What follows belongs to an exercise in optimizing a design on an open flow for small area; a production flow would make more cautious choices.
Function was checked by simulation only, so behaviour that the tests miss may differ from the original.
Power is estimated from default activity; no workload was simulated.

== job 101 ==
Design dataAcqCore, start of the top module:
module dataAcqCore (
  input  logic         Clk,
  input  logic         En,
  input  logic [31:0]  cpuCommand,
  input  logic         statusClear,
  input  logic [127:0] sensorReadings,
  output logic [31:0]  resultForCpu,
  output logic [2:0]   statusBits
);
export LEC_CHECK = 0
export ABC_AREA = 1
export CAP_MARGIN = 20
export CORE_MARGIN = 2
export CORE_UTILIZATION = 65
export CTS_BUF_LIST = sky130_fd_sc_hd__clkbuf_4
export CTS_CLUSTER_DIAMETER = 30
export CTS_CLUSTER_SIZE = 10
export SLEW_MARGIN = 20
create_clock -name core_clock -period 10.0 [get_ports {Clk}]
standard.sh (not shown) runs the stock make flow with config.mk's settings and CLKGATE_MAP_FILE= SYNTH_SCRIPT=/design/flow/synth_recipe.tcl, a recipe that flattens the netlist after the stock synthesis.
==> flow/flow/run.sh <==
#!/bin/bash
# Standard ORFS flow with two changes:
#  - synthesis maps logic with an area-oriented ABC script (flow/abc_area.script);
#    registers are untouched (same dfflibmap step as the standard synthesis)
#  - adders are left to ABC too (no ADDER_MAP_FILE half/full adder cells)
#  - every input and output port still gets a buffer, but a buf_1 one
set -euo pipefail
rm -rf myscripts
cp -r "$FLOW_HOME/scripts" myscripts
cp flow/abc_area.script myscripts/abc_area.script
export SCRIPTS_DIR="$PWD/myscripts"
export BUFFER_PORTS_ARGS="-buffer_cell sky130_fd_sc_hd__buf_1"
bash standard.sh SCRIPTS_DIR="$PWD/myscripts" ADDER_MAP_FILE= finish > standard.log 2>&1
==> flow/flow/abc_area.script <==
strash
&get -n
&st
&dc2
&dch -f
&nf -a -R 1000
&put
topo
Job 101 was carried through to the last stage, and its layout satisfied the timing, DRC and antenna checks.
Setup changes, job 101 to job 102
diff --git a/flow/config.mk b/flow/config.mk
--- a/flow/config.mk
+++ b/flow/config.mk
@@ -12,3 +12,3 @@
-export CTS_BUF_LIST = sky130_fd_sc_hd__clkbuf_4
-export CTS_CLUSTER_DIAMETER = 30
-export CTS_CLUSTER_SIZE = 10
+export CTS_BUF_LIST = sky130_fd_sc_hd__clkbuf_8
+export CTS_CLUSTER_DIAMETER = 50
+export CTS_CLUSTER_SIZE = 16
Notes after the runs:
- When job 102 is measured against job 101, its part of the power in combinational logic turns out 2.1 points higher.
- The lower cell-internal power of job 102 and job 101 is in job 102.
- Compared with job 101, job 102 shows a worst setup slack that is 0.096 ns lower.
- Comparing job 101 against job 102, there is no change at all in area after synthesis.
#### Input delta (job 103 over job 102)
diff --git a/flow/config.mk b/flow/config.mk
--- a/flow/config.mk
+++ b/flow/config.mk
@@ -11 +11 @@
-export CORE_UTILIZATION = 65
+export CORE_UTILIZATION = 75
@@ -13,2 +13,2 @@
-export CTS_CLUSTER_DIAMETER = 50
-export CTS_CLUSTER_SIZE = 16
+export CTS_CLUSTER_DIAMETER = 40
+export CTS_CLUSTER_SIZE = 20
==> notes.md <==
The layout overhead on the synthesized area of job 103 exceeds that of job 102 by 2.7 points.
Sequential share of cell area in job 103 is 1.1 points below job 102.
As far as netlist area before placement goes, job 102 and job 103 are indistinguishable; the numbers are identical.
Worst clock skew on the final layout came out higher on job 103 than on job 102.
Per the comparison of job 103 with job 102, fraction of power spent switching nets saw an increase; final clock period utilization by the worst path saw an increase; number of cells on the critical path saw a decrease; smallest hold slack saw little to no change.
The final reports for job 103 and job 102 show global-route usage over all layers higher in the former.
Timing startpoint of the critical path: cpuCommand[29] -> job 103, cpuCommand[28] -> job 102
Changes observed in job 103 relative to job 102: relative contribution of combinational cells to total power -2.4 points; core utilization up 14 points.

---

## old
Another version of the RTL of dataAcqCore (not shown whole).
Size: ~690 cells after synthesis, ~220 flip-flops.
Settings: LEC_CHECK=0, ABC_AREA=1, CAP_MARGIN=20, CORE_MARGIN=2, CORE_UTILIZATION=70, SLEW_MARGIN=20; clock period 10.0 ns.
==> flow/flow/run.sh <==
#!/bin/bash
# Standard ORFS flow with two changes:
#  - synthesis maps logic with an area-oriented ABC script (flow/abc_area.script);
#    registers are untouched (same dfflibmap step as the standard synthesis)
#  - adders are left to ABC too (no ADDER_MAP_FILE half/full adder cells)
#  - clock tree synthesis without dummy loads (same tree settings otherwise)
#  - every input and output port still gets a buffer, but a buf_1 one, and the
#    buffers synthesis puts on outputs sharing a net (insbuf) are buf_1 too
set -euo pipefail
rm -rf myscripts
cp -r "$FLOW_HOME/scripts" myscripts
cp flow/abc_area.script myscripts/abc_area.script
export SCRIPTS_DIR="$PWD/myscripts"
export BUFFER_PORTS_ARGS="-buffer_cell sky130_fd_sc_hd__buf_1"
bash standard.sh SCRIPTS_DIR="$PWD/myscripts" ADDER_MAP_FILE= "CTS_ARGS=-sink_clustering_enable -repair_clock_nets -dont_use_dummy_load -buf_list {sky130_fd_sc_hd__clkbuf_8} -sink_clustering_size 20 -sink_clustering_max_diameter 50" "MIN_BUF_CELL_AND_PORTS=sky130_fd_sc_hd__buf_1 A X" finish > standard.log 2>&1
==> flow/flow/abc_area.script <==
strash
&get -n
&st
&deepsyn -T 60
&dch -f
&nf -a -R 1000
&put
topo
The following lists how new was set up differently from old:
Settings: a change of CORE_UTILIZATION from 70 to 65.
[summary]
Every stage of the flow completed for new, and the final layout passed the timing, DRC and antenna checks. In new, the final hold slack came out 0.035 ns above the value in old. As of new, total power had fallen slightly compared to old. ~same register fraction of the total cell area in new and old. Share of total power in the clock network: old vs new, no meaningful difference.

---

run A:
Another version of the RTL of dataAcqCore (not shown whole).
Size in the first run: ~200 I/O pins, roughly 0.0077 sq mm of cells after synthesis.
Settings: LEC_CHECK=0, ABC_AREA=1, CAP_MARGIN=20, CORE_MARGIN=2, CORE_UTILIZATION=65, GPL_TIMING_DRIVEN=0, SLEW_MARGIN=20; clock period 10.0 ns.
==> flow/flow/run.sh <==
#!/bin/bash
# Standard ORFS flow with two changes:
#  - synthesis maps logic with an area-oriented ABC script (flow/abc_area.script);
#    registers are untouched (same dfflibmap step as the standard synthesis)
#  - adders are left to ABC too (no ADDER_MAP_FILE half/full adder cells)
#  - clock tree synthesis without dummy loads (same tree settings otherwise)
#  - every input and output port still gets a buffer, but a buf_1 one, and the
#    buffers synthesis puts on outputs sharing a net (insbuf) are buf_1 too
set -euo pipefail
rm -rf myscripts
cp -r "$FLOW_HOME/scripts" myscripts
cp flow/abc_area.script myscripts/abc_area.script
export SCRIPTS_DIR="$PWD/myscripts"
export BUFFER_PORTS_ARGS="-buffer_cell sky130_fd_sc_hd__buf_1"
bash standard.sh SCRIPTS_DIR="$PWD/myscripts" ADDER_MAP_FILE= "CTS_ARGS=-sink_clustering_enable -repair_clock_nets -dont_use_dummy_load -buf_list {sky130_fd_sc_hd__clkbuf_4} -sink_clustering_size 12 -sink_clustering_max_diameter 35" "MIN_BUF_CELL_AND_PORTS=sky130_fd_sc_hd__buf_1 A X" finish > standard.log 2>&1
Scripts as last shown in full above: flow/flow/abc_area.script
Here is what was changed in the inputs of run B compared with run A.
--- a/flow/flow/run.sh
+++ b/flow/flow/run.sh
@@ -15 +15 @@
-bash standard.sh SCRIPTS_DIR="$PWD/myscripts" ADDER_MAP_FILE= "CTS_ARGS=-sink_clustering_enable -repair_clock_nets -dont_use_dummy_load -buf_list {sky130_fd_sc_hd__clkbuf_4} -sink_clustering_size 12 -sink_clustering_max_diameter 35" "MIN_BUF_CELL_AND_PORTS=sky130_fd_sc_hd__buf_1 A X" finish > standard.log 2>&1
+bash standard.sh SCRIPTS_DIR="$PWD/myscripts" ADDER_MAP_FILE= "CTS_ARGS=-sink_clustering_enable -repair_clock_nets -dont_use_dummy_load -buf_list {sky130_fd_sc_hd__clkbuf_8} -sink_clustering_size 20 -sink_clustering_max_diameter 50" "MIN_BUF_CELL_AND_PORTS=sky130_fd_sc_hd__buf_1 A X" finish > standard.log 2>&1
### Flow results
Run B went all the way through synthesis, placement and routing and the layout is clean on timing, DRC and antenna. Note that the worst IR drop on VDD recorded for run B amounts to 1.13 times the value seen in run A. Summary of the comparison: global routing usage on met2 is lower in run B, relative to run A. Looking at run B and run A, the routed wire length is a wash. Sequential share of layout area: run B vs run A — no meaningful difference. When run B is set beside run A, its non-clock buffer count turns out to be 0.76% smaller.
[inputs] run C vs run B
--- a/flow/config.mk
+++ b/flow/config.mk
@@ -12 +11,0 @@
-export GPL_TIMING_DRIVEN = 0
- Run C finished every step from synthesis to the final layout, and the layout passed the timing, DRC and antenna checks.
- Run C ends up with a share of power burned in the clock network that is 0.4 points lower than in run B.
- Run B vs run C, critical path launch point: cpuCommand[27] vs cpuCommand[29]
- Going from run B to run C, sequential power essentially unchanged; share of the cycle needed by the critical path after routing decreased 3.3 points.
- Against run B, the final cell area of run C is higher.
> inputs changed (run C -> run D)
--- a/flow/flow/run.sh
+++ b/flow/flow/run.sh
@@ -2 +2 @@
-# Standard ORFS flow with two changes:
+# Standard ORFS flow with these changes:
@@ -6 +6,2 @@
-#  - clock tree synthesis without dummy loads (same tree settings otherwise)
+#  - clock tree synthesis without dummy loads, clustering sinks in groups of
+#    up to 12 under clkbuf_4 buffers
@@ -15 +16 @@
-bash standard.sh SCRIPTS_DIR="$PWD/myscripts" ADDER_MAP_FILE= "CTS_ARGS=-sink_clustering_enable -repair_clock_nets -dont_use_dummy_load -buf_list {sky130_fd_sc_hd__clkbuf_8} -sink_clustering_size 20 -sink_clustering_max_diameter 50" "MIN_BUF_CELL_AND_PORTS=sky130_fd_sc_hd__buf_1 A X" finish > standard.log 2>&1
+bash standard.sh SCRIPTS_DIR="$PWD/myscripts" ADDER_MAP_FILE= "CTS_ARGS=-sink_clustering_enable -repair_clock_nets -dont_use_dummy_load -buf_list {sky130_fd_sc_hd__clkbuf_4} -sink_clustering_size 12 -sink_clustering_max_diameter 35" "MIN_BUF_CELL_AND_PORTS=sky130_fd_sc_hd__buf_1 A X" finish > standard.log 2>&1
--- a/flow/config.mk
+++ b/flow/config.mk
@@ -11,0 +12 @@
+export GPL_TIMING_DRIVEN = 0
## What came out
- Going from run C to run D, the worst reg-to-reg setup slack was found to have gone down by 310 ps.
- Timing startpoint of the critical path: cpuCommand[29] -> run C, cpuCommand[27] -> run D
- Final-stage net count: run D > run C
- Final cell count in run D is 10 above run C.
- When the final numbers for run C and run D were put side by side, the total power turned out to be greater in run C.
- Run D: placer congestion estimate 1.8% below run C
- In the tables for run C and run D, global router's overall resource usage reads lower with run C.
- Run D finished every stage and its layout cleared the timing, DRC and antenna checks.

---

zinc:
dataAcqCore, a different RTL version from the one above (not shown whole).
For scale: ~220 flip-flops, about 200 I/O pins, ~8000 sq um of cells after synthesis.
==> flow/config.mk <==
export PLATFORM = sky130hd
export DESIGN_NAME = dataAcqCore
export DESIGN_NICKNAME = dataAcqCore
export VERILOG_FILES = /design/flow/design.v
export SDC_FILE = /design/flow/constraint.sdc
export NUM_CORES = 4
export LEC_CHECK = 0
export ABC_AREA = 1
export CAP_MARGIN = 20
export CORE_MARGIN = 2
export CORE_UTILIZATION = 65
export CTS_BUF_LIST = sky130_fd_sc_hd__clkbuf_8
export CTS_CLUSTER_DIAMETER = 50
export CTS_CLUSTER_SIZE = 16
export SLEW_MARGIN = 20
==> flow/constraint.sdc <==
create_clock -name core_clock -period 10.0 [get_ports {Clk}]
set_input_delay 2.0000 -clock core_clock [delete_from_list [all_inputs] [get_ports {Clk}]]
set_output_delay 2.0000 -clock core_clock [all_outputs]
set_load 0.01 [all_outputs]
==> flow/flow/run.sh <==
#!/bin/bash
# Standard ORFS flow with two changes:
#  - synthesis maps logic with an area-oriented ABC script (flow/abc_area.script);
#    registers are untouched (same dfflibmap step as the standard synthesis)
#  - adders are left to ABC too (no ADDER_MAP_FILE half/full adder cells)
#  - clock tree synthesis without dummy loads (same tree settings otherwise)
#  - every input and output port still gets a buffer, but a buf_1 one, and the
#    buffers synthesis puts on outputs sharing a net (insbuf) are buf_1 too
set -euo pipefail
rm -rf myscripts
cp -r "$FLOW_HOME/scripts" myscripts
cp flow/abc_area.script myscripts/abc_area.script
export SCRIPTS_DIR="$PWD/myscripts"
export BUFFER_PORTS_ARGS="-buffer_cell sky130_fd_sc_hd__buf_1"
bash standard.sh SCRIPTS_DIR="$PWD/myscripts" ADDER_MAP_FILE= "CTS_ARGS=-sink_clustering_enable -repair_clock_nets -dont_use_dummy_load -buf_list sky130_fd_sc_hd__clkbuf_8 -sink_clustering_size 16 -sink_clustering_max_diameter 50" "MIN_BUF_CELL_AND_PORTS=sky130_fd_sc_hd__buf_1 A X" finish > standard.log 2>&1
Scripts as last shown in full above: flow/flow/abc_area.script
Edits applied to the flow inputs when going from zinc to lagoon:
-- flow/flow/run.sh --
<<< zinc, line 14
export BUFFER_PORTS_ARGS="-buffer_cell sky130_fd_sc_hd__buf_1"
bash standard.sh SCRIPTS_DIR="$PWD/myscripts" ADDER_MAP_FILE= "CTS_ARGS=-sink_clustering_enable -repair_clock_nets -dont_use_dummy_load -buf_list sky130_fd_sc_hd__clkbuf_8 -sink_clustering_size 16 -sink_clustering_max_diameter 50" "MIN_BUF_CELL_AND_PORTS=sky130_fd_sc_hd__buf_1 A X" finish > standard.log 2>&1
>>> lagoon, line 14
export BUFFER_PORTS_ARGS="-buffer_cell sky130_fd_sc_hd__buf_1"
bash standard.sh SCRIPTS_DIR="$PWD/myscripts" ADDER_MAP_FILE= "CTS_ARGS=-sink_clustering_enable -repair_clock_nets -dont_use_dummy_load -buf_list {sky130_fd_sc_hd__clkbuf_4} -sink_clustering_size 12 -sink_clustering_max_diameter 35" "MIN_BUF_CELL_AND_PORTS=sky130_fd_sc_hd__buf_1 A X" finish > standard.log 2>&1
## What came out
- Data arrival time of the critical path for lagoon: 0.19 ns up relative to zinc
- In terms of total buffers and inverters traversed by the critical path, lagoon and zinc differ only marginally.
- Looking at sequential share of power, lagoon sits 0.7 points higher than zinc does.
- Post-route standard cell area excluding fillers was lower in lagoon than in zinc.
- Relative to zinc, the area growth from synthesis to layout of lagoon is lower by 0.46 points.
- Compared with zinc, in lagoon critical path depth was more or less identical, wire length went down by 92 um.
- Sort zinc and lagoon by switching power as a share of total power, ascending, and zinc comes first.
- Between zinc and lagoon, worst hold-check slack is lower for lagoon, zinc comes in above that.
- Sequential share of layout area for lagoon is higher than for zinc.
Relative to lagoon, the following input files were edited for violet:
-- flow/flow/run.sh --
<<< lagoon, line 14
export BUFFER_PORTS_ARGS="-buffer_cell sky130_fd_sc_hd__buf_1"
bash standard.sh SCRIPTS_DIR="$PWD/myscripts" ADDER_MAP_FILE= "CTS_ARGS=-sink_clustering_enable -repair_clock_nets -dont_use_dummy_load -buf_list {sky130_fd_sc_hd__clkbuf_4} -sink_clustering_size 12 -sink_clustering_max_diameter 35" "MIN_BUF_CELL_AND_PORTS=sky130_fd_sc_hd__buf_1 A X" finish > standard.log 2>&1
>>> violet, line 14
export BUFFER_PORTS_ARGS="-buffer_cell sky130_fd_sc_hd__buf_1"
bash standard.sh SCRIPTS_DIR="$PWD/myscripts" ADDER_MAP_FILE= "CTS_ARGS=-sink_clustering_enable -repair_clock_nets -dont_use_dummy_load -buf_list sky130_fd_sc_hd__clkbuf_16 -sink_clustering_size 32 -sink_clustering_max_diameter 80" "MIN_BUF_CELL_AND_PORTS=sky130_fd_sc_hd__buf_1 A X" finish > standard.log 2>&1
### Flow results
As far as die extent in x is concerned, lagoon and violet perform about the same. violet — power per standard cell area about 1.7% higher, lagoon as reference. Diff lagoon..violet | number of buffers and inverters on the critical path | unchanged. Going from lagoon to violet, combinational group share of total power went down by 0.7 points, design area went up by 50 sq um, portion of total power attributed to sequential cells went down by 1.1 points. Re total wire length after detailed routing: violet is 59 um down on lagoon.
--- input diff violet..fjord ---
-- flow/flow/run.sh --
<<< violet, line 14
export BUFFER_PORTS_ARGS="-buffer_cell sky130_fd_sc_hd__buf_1"
bash standard.sh SCRIPTS_DIR="$PWD/myscripts" ADDER_MAP_FILE= "CTS_ARGS=-sink_clustering_enable -repair_clock_nets -dont_use_dummy_load -buf_list sky130_fd_sc_hd__clkbuf_16 -sink_clustering_size 32 -sink_clustering_max_diameter 80" "MIN_BUF_CELL_AND_PORTS=sky130_fd_sc_hd__buf_1 A X" finish > standard.log 2>&1
>>> fjord, line 14
export BUFFER_PORTS_ARGS="-buffer_cell sky130_fd_sc_hd__buf_1"
bash standard.sh SCRIPTS_DIR="$PWD/myscripts" ADDER_MAP_FILE= "CTS_ARGS=-sink_clustering_enable -repair_clock_nets -dont_use_dummy_load -buf_list {sky130_fd_sc_hd__clkbuf_8} -sink_clustering_size 20 -sink_clustering_max_diameter 50" "MIN_BUF_CELL_AND_PORTS=sky130_fd_sc_hd__buf_1 A X" finish > standard.log 2>&1
fjord completed every stage of the flow, and the final layout passed the timing, DRC and antenna checks. Taking violet as the reference, in fjord reg2reg setup slack went up by 0.08 ns, total power went down by about 1.9%, worst hold slack went up by 0.057 ns, switching part of the total power went up by 0.64 points. fjord: met1 wire length is 1.0% higher than what violet reported.
Inputs modified between fjord and garnet:
-- flow/flow/run.sh --
<<< fjord, line 14
export BUFFER_PORTS_ARGS="-buffer_cell sky130_fd_sc_hd__buf_1"
bash standard.sh SCRIPTS_DIR="$PWD/myscripts" ADDER_MAP_FILE= "CTS_ARGS=-sink_clustering_enable -repair_clock_nets -dont_use_dummy_load -buf_list {sky130_fd_sc_hd__clkbuf_8} -sink_clustering_size 20 -sink_clustering_max_diameter 50" "MIN_BUF_CELL_AND_PORTS=sky130_fd_sc_hd__buf_1 A X" finish > standard.log 2>&1
>>> garnet, line 14
export BUFFER_PORTS_ARGS="-buffer_cell sky130_fd_sc_hd__buf_1"
bash standard.sh SCRIPTS_DIR="$PWD/myscripts" ADDER_MAP_FILE= "CTS_ARGS=-sink_clustering_enable -repair_clock_nets -dont_use_dummy_load -buf_list {sky130_fd_sc_hd__clkbuf_8 sky130_fd_sc_hd__clkbuf_16} -sink_clustering_size 24 -sink_clustering_max_diameter 60" "MIN_BUF_CELL_AND_PORTS=sky130_fd_sc_hd__buf_1 A X" finish > standard.log 2>&1
Results
Diff fjord and garnet: power per cell area lower in fjord
Routed wire length of garnet exceeds that of fjord slightly.
On final cell count, fjord and garnet are basically level.
garnet vs. fjord: non-clock buffer share of cell area about even; length of the first detailed-routing pass in iterations fell by 2; wire length of the first global-routing pass up 1.6%; cell area picked up an extra 1.3%; worst hold slack now sits lower.

static timing again, ports no longer ideal:
The flow's constraints put no driver on any port. The routed layouts listed below were extracted and timed again, unchanged, in two steps.
Step 1 sets driving cells, clkbuf_16 on the clock port and buf_2 on the other inputs (assumed; they add their load-dependent delay and slew).
Step 2 times the ports against the registers' clock, not the clock port: input delays grow and output delays shrink by t, the midpoint of the rising clock arrivals with the driver on.
Slacks: no drivers / after step 1 / after step 2; pairs: no drivers / after step 1.
run | shift t [ns] | setup slack, ns | worst hold slack (ns) | worst register clock-pin slew, ns | pins driven straight from the clock port
job 101 | 0.657 | 5.001 / 5.017 / 4.359 | 0.327 / 0.327 / 0.327 | 0.11 / 0.11 | 1
job 102 | 0.546 | 4.905 / 4.911 / 4.364 | 0.349 / 0.349 / 0.349 | 0.10 / 0.10 | 1
job 103 | 0.601 | 4.586 / 4.592 / 3.990 | 0.348 / 0.348 / 0.348 | 0.11 / 0.11 | 1
old | 0.514 | 0.425 / 0.439 / -0.075 | 0.288 / 0.288 / 0.288 | 0.12 / 0.12 | 1
new | 0.508 | 0.537 / 0.554 / 0.045 | 0.324 / 0.324 / 0.324 | 0.12 / 0.12 | 1
run A | 0.629 | 0.761 / 0.762 / 0.133 | 0.296 / 0.296 / 0.296 | 0.12 / 0.12 | 1
run B | 0.509 | 0.665 / 0.663 / 0.154 | 0.278 / 0.278 / 0.278 | 0.12 / 0.12 | 1
run C | 0.514 | 0.997 / 0.997 / 0.482 | 0.289 / 0.289 / 0.289 | 0.11 / 0.11 | 1
run D | 0.629 | 0.761 / 0.762 / 0.133 | 0.296 / 0.296 / 0.296 | 0.12 / 0.12 | 1
zinc | 0.524 | 2.671 / 2.671 / 2.283 | 0.299 / 0.299 / 0.299 | 0.09 / 0.09 | 1
lagoon | 0.657 | 2.627 / 2.627 / 2.286 | 0.289 / 0.289 / 0.289 | 0.11 / 0.11 | 1
violet | 0.481 | 2.590 / 2.590 / 2.315 | 0.276 / 0.276 / 0.276 | 0.11 / 0.11 | 1
fjord | 0.520 | 2.671 / 2.671 / 2.261 | 0.334 / 0.334 / 0.334 | 0.11 / 0.11 | 1
garnet | 0.494 | 2.595 / 2.595 / 2.245 | 0.301 / 0.301 / 0.301 | 0.09 / 0.09 | 1
Met with ideal ports but missed after step 2: setup timing in old. For job 101, which loses most, drivers alone change the setup slack by +0.016 ns; drivers and shift together by -0.642 ns.
